This design comes from an exercise in tuning for small area and a short achievable clock period on the open sky130 flow, not from production work. Only simulation tests tie the RTL to the original design; equivalence was not proved. Power figures rest on the tool's default switching activity, not on a simulated workload.

Setup of run 1:
Design nmr_acq_capture, start of the top module:
module nmr_acq_capture (
  input  logic        CLK,
  input  logic        RESET,
  input  logic        ADC_CLK,
  input  logic [15:0] ADC_DATA,
  input  logic        FSMSTAT,
  input  logic        ACQ_WND,
  input  logic [31:0] SAMPLES_PER_ECHO,
  output logic [31:0] M_DATA,
  output logic        M_VALID,
  input  logic        M_READY,
  output logic [31:0] ECHO_CNT,
  output logic [31:0] WORD_CNT,
  output logic        OVERFLOW,
  output logic        BUSY
);
export LEC_CHECK = 0
export CAP_MARGIN = 20
export CORE_MARGIN = 2
export CORE_UTILIZATION = 40
export CTS_CLUSTER_DIAMETER = 80
export CTS_CLUSTER_SIZE = 24
export SETUP_SLACK_MARGIN = 4.5
export SLEW_MARGIN = 20
create_clock -name core_clock -period 7.0 [get_ports {CLK}]
standard.sh (not shown) runs the stock make flow with config.mk's settings and CLKGATE_MAP_FILE= SYNTH_SCRIPT=/design/flow/synth_recipe.tcl, a recipe that flattens the netlist after the stock synthesis.
==> flow/flow/run.sh <==
#!/bin/bash
# Own flow: the standard layout (standard.sh, unchanged synthesis), with
# the port buffers made of buf_4 cells instead of the library's default pick,
# and the resizer free to change a cell's footprint when it sizes it.
set -euo pipefail
bash standard.sh \
  BUFFER_PORTS_ARGS="-buffer_cell sky130_fd_sc_hd__buf_4" \
  MATCH_CELL_FOOTPRINT=0 \
  finish > standard.log 2>&1
The final layout from run 1, which completed every stage, passed the timing, DRC and antenna checks at the end of the flow.
diff inputs: run 1 => run 2
Settings: putting PLACE_DENSITY at 0.65 where nothing was set; swapping 40 for 50 in CORE_UTILIZATION.
==> run summary <==
- Multi-input gate share of the layout cell area, run 2 and run 1: lower on run 1
- M_DATA[7] as the end point of the critical path was reported by run 2, and M_DATA[4] by run 1.
- Changes observed in run 2 relative to run 1: power shrank by 240 µW; non-clock buffer count grew by about 0.8%; routed length on met1 shrank by 10 mm; share of the final layout cell area in sequential cells grew by 0.66 points.
- Changes observed in run 2 relative to run 1: total number of cells along the worst setup path lost 1; core utilization of the finished layout picked up an extra 11 points; wire length lost 13 mm.
Relative to run 2, the following input files were edited for run 3:
Settings: changing CAP_MARGIN from 20 to 10; changing SLEW_MARGIN from 20 to 10; changing SETUP_SLACK_MARGIN from 4.5 to 4.3.
### Flow results
- Lower iteration count of the initial detailed-routing pass was reported by run 2, not run 3.
- Run 3 against run 2: setup slack of the worst register-to-register path has decreased, wire length of the first global-routing pass has increased, design area has decreased, maximum frequency has increased.
- Number of top-level pins came out exactly the same in run 3 and run 2.
- Relative to run 2, the internal power summed over all cells of run 3 is higher by about 0.9%.
Setup changes, run 3 to run 4
Settings: CTS_CLUSTER_DIAMETER changed from 80 to 60; CTS_CLUSTER_SIZE changed from 24 to 20; SLEW_MARGIN changed from 10 to 20; CAP_MARGIN changed from 10 to 20.
Results
Cmp run 4 vs run 3: shortest clock period the worst path allows after layout higher in run 4. The lower relative area change from synthesis to final layout of run 4 and run 3 is in run 3. In run 4, the vias per cell came out 0.057 below the value in run 3.


The RTL this note starts from:
==> flow/design.v <==
package nmr_acq_pkg;
  localparam int SAMPLE_SLOT_W = 16;
endpackage
module nmr_sync_fifo (
  input  logic        CLK,
  input  logic [63:0] lo_we,
  input  logic [63:0] hi_we,
  input  logic [15:0] lo_data,
  input  logic [15:0] hi_data,
  input  logic [63:0] rd_sel,
  output logic [31:0] rd_data_a,
  output logic [31:0] rd_data_b
);
  logic [15:0] mem_lo [64];
  logic [15:0] mem_hi [64];
  always_ff @(posedge CLK) begin
    for (int i = 0; i < 64; i++) begin
      if (lo_we[i]) mem_lo[i] <= lo_data;
      if (hi_we[i]) mem_hi[i] <= hi_data;
    end
  end
  always_comb begin
    rd_data_a = '0;
    rd_data_b = '0;
    for (int i = 0; i < 32; i++) begin
      rd_data_a = rd_data_a | ({mem_hi[i],    mem_lo[i]}    & {32{rd_sel[i]}});
      rd_data_b = rd_data_b | ({mem_hi[i+32], mem_lo[i+32]} & {32{rd_sel[i+32]}});
    end
  end
endmodule
module nmr_acq_capture (
  input  logic        CLK,
  input  logic        RESET,
  input  logic        ADC_CLK,
  input  logic [15:0] ADC_DATA,
  input  logic        FSMSTAT,
  input  logic        ACQ_WND,
  input  logic [31:0] SAMPLES_PER_ECHO,
  output logic [31:0] M_DATA,
  output logic        M_VALID,
  input  logic        M_READY,
  output logic [31:0] ECHO_CNT,
  output logic [31:0] WORD_CNT,
  output logic        OVERFLOW,
  output logic        BUSY
);
  logic        busy_q, armed_q, capt_q, flush_q, waitlo_q;
  logic        adc_d;
  logic        pending_q;
  logic [31:0] rem_q;
  logic        unlim_q;
  logic        push_vld_q;
  logic [31:0] echo_q;
  logic [31:0] word_q;
  logic        ovf_q;
  logic [6:0]  cnt_q;
  logic        valid_q;    
  logic        ge2_q;      
  logic        full_q;     
  logic [5:0]  wr_q;
  logic [63:0] rd_oh;      
  logic [31:0] head_q;
  logic        idle, start_scan, arm_capt, capt_go, stb, take, last, flush_push;
  logic        pop, push_acc, head_ld, rd_adv;
  logic [63:0] wr_oh, lo_we, hi_we;
  logic [15:0] hi_data;
  logic [31:0] rd_data_a, rd_data_b;
  assign idle       = ~busy_q;
  assign stb        = ADC_CLK & ~adc_d;
  assign start_scan = idle & FSMSTAT;
  assign arm_capt   = armed_q & ACQ_WND;
  assign capt_go    = capt_q & ACQ_WND & FSMSTAT;
  assign take       = capt_go & stb;
  assign last       = take & ~unlim_q & (rem_q == 32'd1);
  assign flush_push = flush_q & pending_q;
  logic [31:0] rem_flip, echo_flip, word_flip;
  assign rem_flip  = rem_q  ^ (rem_q  - 32'd1);
  assign echo_flip = echo_q ^ (echo_q + 32'd1);
  assign word_flip = word_q ^ (word_q + 32'd1);
  always_ff @(posedge CLK or posedge RESET) begin
    if (RESET) begin
      busy_q   <= 1'b0;
      armed_q  <= 1'b0;
      capt_q   <= 1'b0;
      flush_q  <= 1'b0;
      waitlo_q <= 1'b0;
    end else begin
      busy_q   <= ~((idle & ~FSMSTAT) |
                    (armed_q & ~ACQ_WND & ~FSMSTAT) |
                    (waitlo_q & ACQ_WND & ~FSMSTAT));
      armed_q  <= start_scan |
                  (armed_q & ~ACQ_WND & FSMSTAT) |
                  (flush_q & ~ACQ_WND) |
                  (waitlo_q & ~ACQ_WND);
      capt_q   <= arm_capt | (capt_go & ~last);
      flush_q  <= (capt_q & ~capt_go) | last;
      waitlo_q <= (flush_q & ACQ_WND) | (waitlo_q & ACQ_WND & FSMSTAT);
    end
  end
  always_ff @(posedge CLK) begin
    adc_d <= ADC_CLK;
    rem_q <= arm_capt ? SAMPLES_PER_ECHO : rem_q ^ (rem_flip & {32{take}});
    if (arm_capt) unlim_q <= (SAMPLES_PER_ECHO == 32'd0);
  end
  always_ff @(posedge CLK or posedge RESET) begin
    if (RESET) begin
      pending_q  <= 1'b0;
      push_vld_q <= 1'b0;
      echo_q     <= '0;
      word_q     <= '0;
      ovf_q      <= 1'b0;
    end else begin
      push_vld_q <= (take & pending_q) | flush_push;
      if (take)            pending_q <= ~pending_q;
      else if (flush_push) pending_q <= 1'b0;
      echo_q <= start_scan ? '0 : echo_q ^ (echo_flip & {32{flush_q}});
      word_q <= start_scan ? '0 : word_q ^ (word_flip & {32{push_acc}});
      if (start_scan)                  ovf_q <= 1'b0;
      else if (push_vld_q & ~push_acc) ovf_q <= 1'b1;
    end
  end
  assign pop      = valid_q & M_READY;
  assign push_acc = push_vld_q & (~full_q | pop);
  assign head_ld  = ~valid_q | pop;
  assign rd_adv   = head_ld & (ge2_q | push_acc);
  always_comb begin
    for (int i = 0; i < 64; i++) wr_oh[i] = (wr_q == 6'(i));
  end
  assign lo_we   = wr_oh & {64{~pending_q & ~push_vld_q}};
  assign hi_we   = wr_oh & {64{pending_q}};
  assign hi_data = ADC_DATA & {16{~flush_q}};
  nmr_sync_fifo u_fifo (
    .CLK     (CLK),
    .lo_we   (lo_we),
    .hi_we   (hi_we),
    .lo_data (ADC_DATA),
    .hi_data (hi_data),
    .rd_sel  (rd_oh),
    .rd_data_a (rd_data_a),
    .rd_data_b (rd_data_b)
  );
  always_ff @(posedge CLK or posedge RESET) begin
    if (RESET)        head_q <= '0;
    else if (head_ld) head_q <= rd_data_a | rd_data_b;
  end
  logic       inc, dec;
  logic [6:0] cnt_p1, cnt_m1;
  logic       ge3, eq63;
  assign inc    = push_acc & ~pop;
  assign dec    = pop & ~push_acc;
  assign cnt_p1 = cnt_q + 7'd1;
  assign cnt_m1 = cnt_q - 7'd1;
  assign ge3    = (cnt_q >= 7'd3);
  assign eq63   = (cnt_q == 7'd63);
  always_ff @(posedge CLK or posedge RESET) begin
    if (RESET) begin
      wr_q    <= '0;
      rd_oh   <= 64'd1;
      cnt_q   <= '0;
      valid_q <= 1'b0;
      ge2_q   <= 1'b0;
      full_q  <= 1'b0;
    end else begin
      if (push_acc) wr_q <= wr_q + 6'd1;
      if (rd_adv)   rd_oh <= {rd_oh[62:0], rd_oh[63]};
      cnt_q   <= cnt_q ^ ((cnt_q ^ cnt_p1) & {7{inc}}) ^ ((cnt_q ^ cnt_m1) & {7{dec}});
      valid_q <= inc | (dec ? ge2_q : valid_q);
      ge2_q   <= inc ? valid_q : (dec ? ge3 : ge2_q);
      full_q  <= inc ? eq63 : (dec ? 1'b0 : full_q);
    end
  end
  assign M_DATA   = head_q;
  assign M_VALID  = valid_q;
  assign ECHO_CNT = echo_q;
  assign WORD_CNT = word_q;
  assign OVERFLOW = ovf_q;
  assign BUSY     = busy_q;
endmodule
export LEC_CHECK = 0
export CAP_MARGIN = 20
export CORE_MARGIN = 2
export CORE_UTILIZATION = 40
export CTS_CLUSTER_DIAMETER = 80
export CTS_CLUSTER_SIZE = 24
export SETUP_SLACK_MARGIN = 4.7
export SLEW_MARGIN = 20
create_clock -name core_clock -period 7.0 [get_ports {CLK}]
Scripts as last shown in full above: flow/flow/run.sh
The starting point finished clean.
Next try:
- SETUP_SLACK_MARGIN: 4.7 -> 4.3
Die area stays the same.
Via count stays flat.
Global-route usage is lower by 0.18 points.
Final cell count is lower by 1.1%.
Worst hold slack gets better by 10 ps.
Routed wire length drops by 0.62%.
Count of clock-buffer cells in the layout is higher by 3.
Worst setup slack degrades by 58 ps.
Total power fell by 1.6%.
Combinational power went down by about 8%.
Cell area went down by 2.2%.
Next try:
- CORE_UTILIZATION: 40 -> 50
- CTS_CLUSTER_DIAMETER: 80 -> 70
- CTS_CLUSTER_SIZE: 24 -> 28
- PLACE_DENSITY: default -> 0.65
Outcome: Setup slack gets better by 28 ps; power grows by about 2.7%; first-iteration DRC count goes up by about 1%; sequential share of layout area is about the same; non-clock buffer count is lower by 15; maximum frequency came out higher by 0.97%.
Next try:
- CTS_CLUSTER_DIAMETER: 70 -> 80
- CTS_CLUSTER_SIZE: 28 -> 24
Worst setup slack gets better by 31 ps.
Power goes down by 2.6%.
Clock skew is about the same.
Sequential power stays flat.
Die area is unchanged.
Synthesized area does not change.
Count of clock-buffer cells in the layout goes up by 43.
Wire length is about the same.
Via count goes up by about 0.6%.
Sequential cell count stays the same.
Cell area goes down by about 0.7%.

## port drivers added, routing unchanged
How much do the figures lean on ideal ports? The routed layouts below were timed once more, with nothing changed but the port constraints. Step 1 assumes that a clkbuf_16 drives the clock port and a buf_2 every other input. Step 2 also shifts input and output timing later by t, the mid clock arrival at the registers, as if the neighbouring blocks saw the same clock. Three values: ideal, step 1, step 2; two values: the first two.
run | t, ns | setup slack, ns | worst register clock-pin slew, ns | worst slew at a driven data input, ns
run 1 | 0.877 | 4.081 / 4.000 / 3.656 | 0.10 / 0.10 | 0.20
run 2 | 0.843 | 4.069 / 3.988 / 3.656 | 0.10 / 0.10 | 0.19
run 3 | 0.863 | 4.089 / 4.007 / 3.566 | 0.10 / 0.10 | 0.14
run 4 | 0.909 | 4.062 / 3.978 / 3.530 | 0.09 / 0.09 | 0.14
the first run of note 2 | 0.874 | 4.097 / 4.016 / 3.795 | 0.11 / 0.11 | 0.14
the second run of note 2 | 0.910 | 4.039 / 3.947 / 3.526 | 0.10 / 0.10 | 0.11
the third run of note 2 | 0.889 | 4.067 / 3.982 / 3.546 | 0.11 / 0.11 | 0.14
the fourth run of note 2 | 0.865 | 4.098 / 4.012 / 3.538 | 0.10 / 0.10 | 0.14
After both steps setup and hold are still met in every run listed. The setup slack of the fourth run of note 2, which loses most, moves by -0.086 ns with the drivers and by -0.560 ns with both steps.
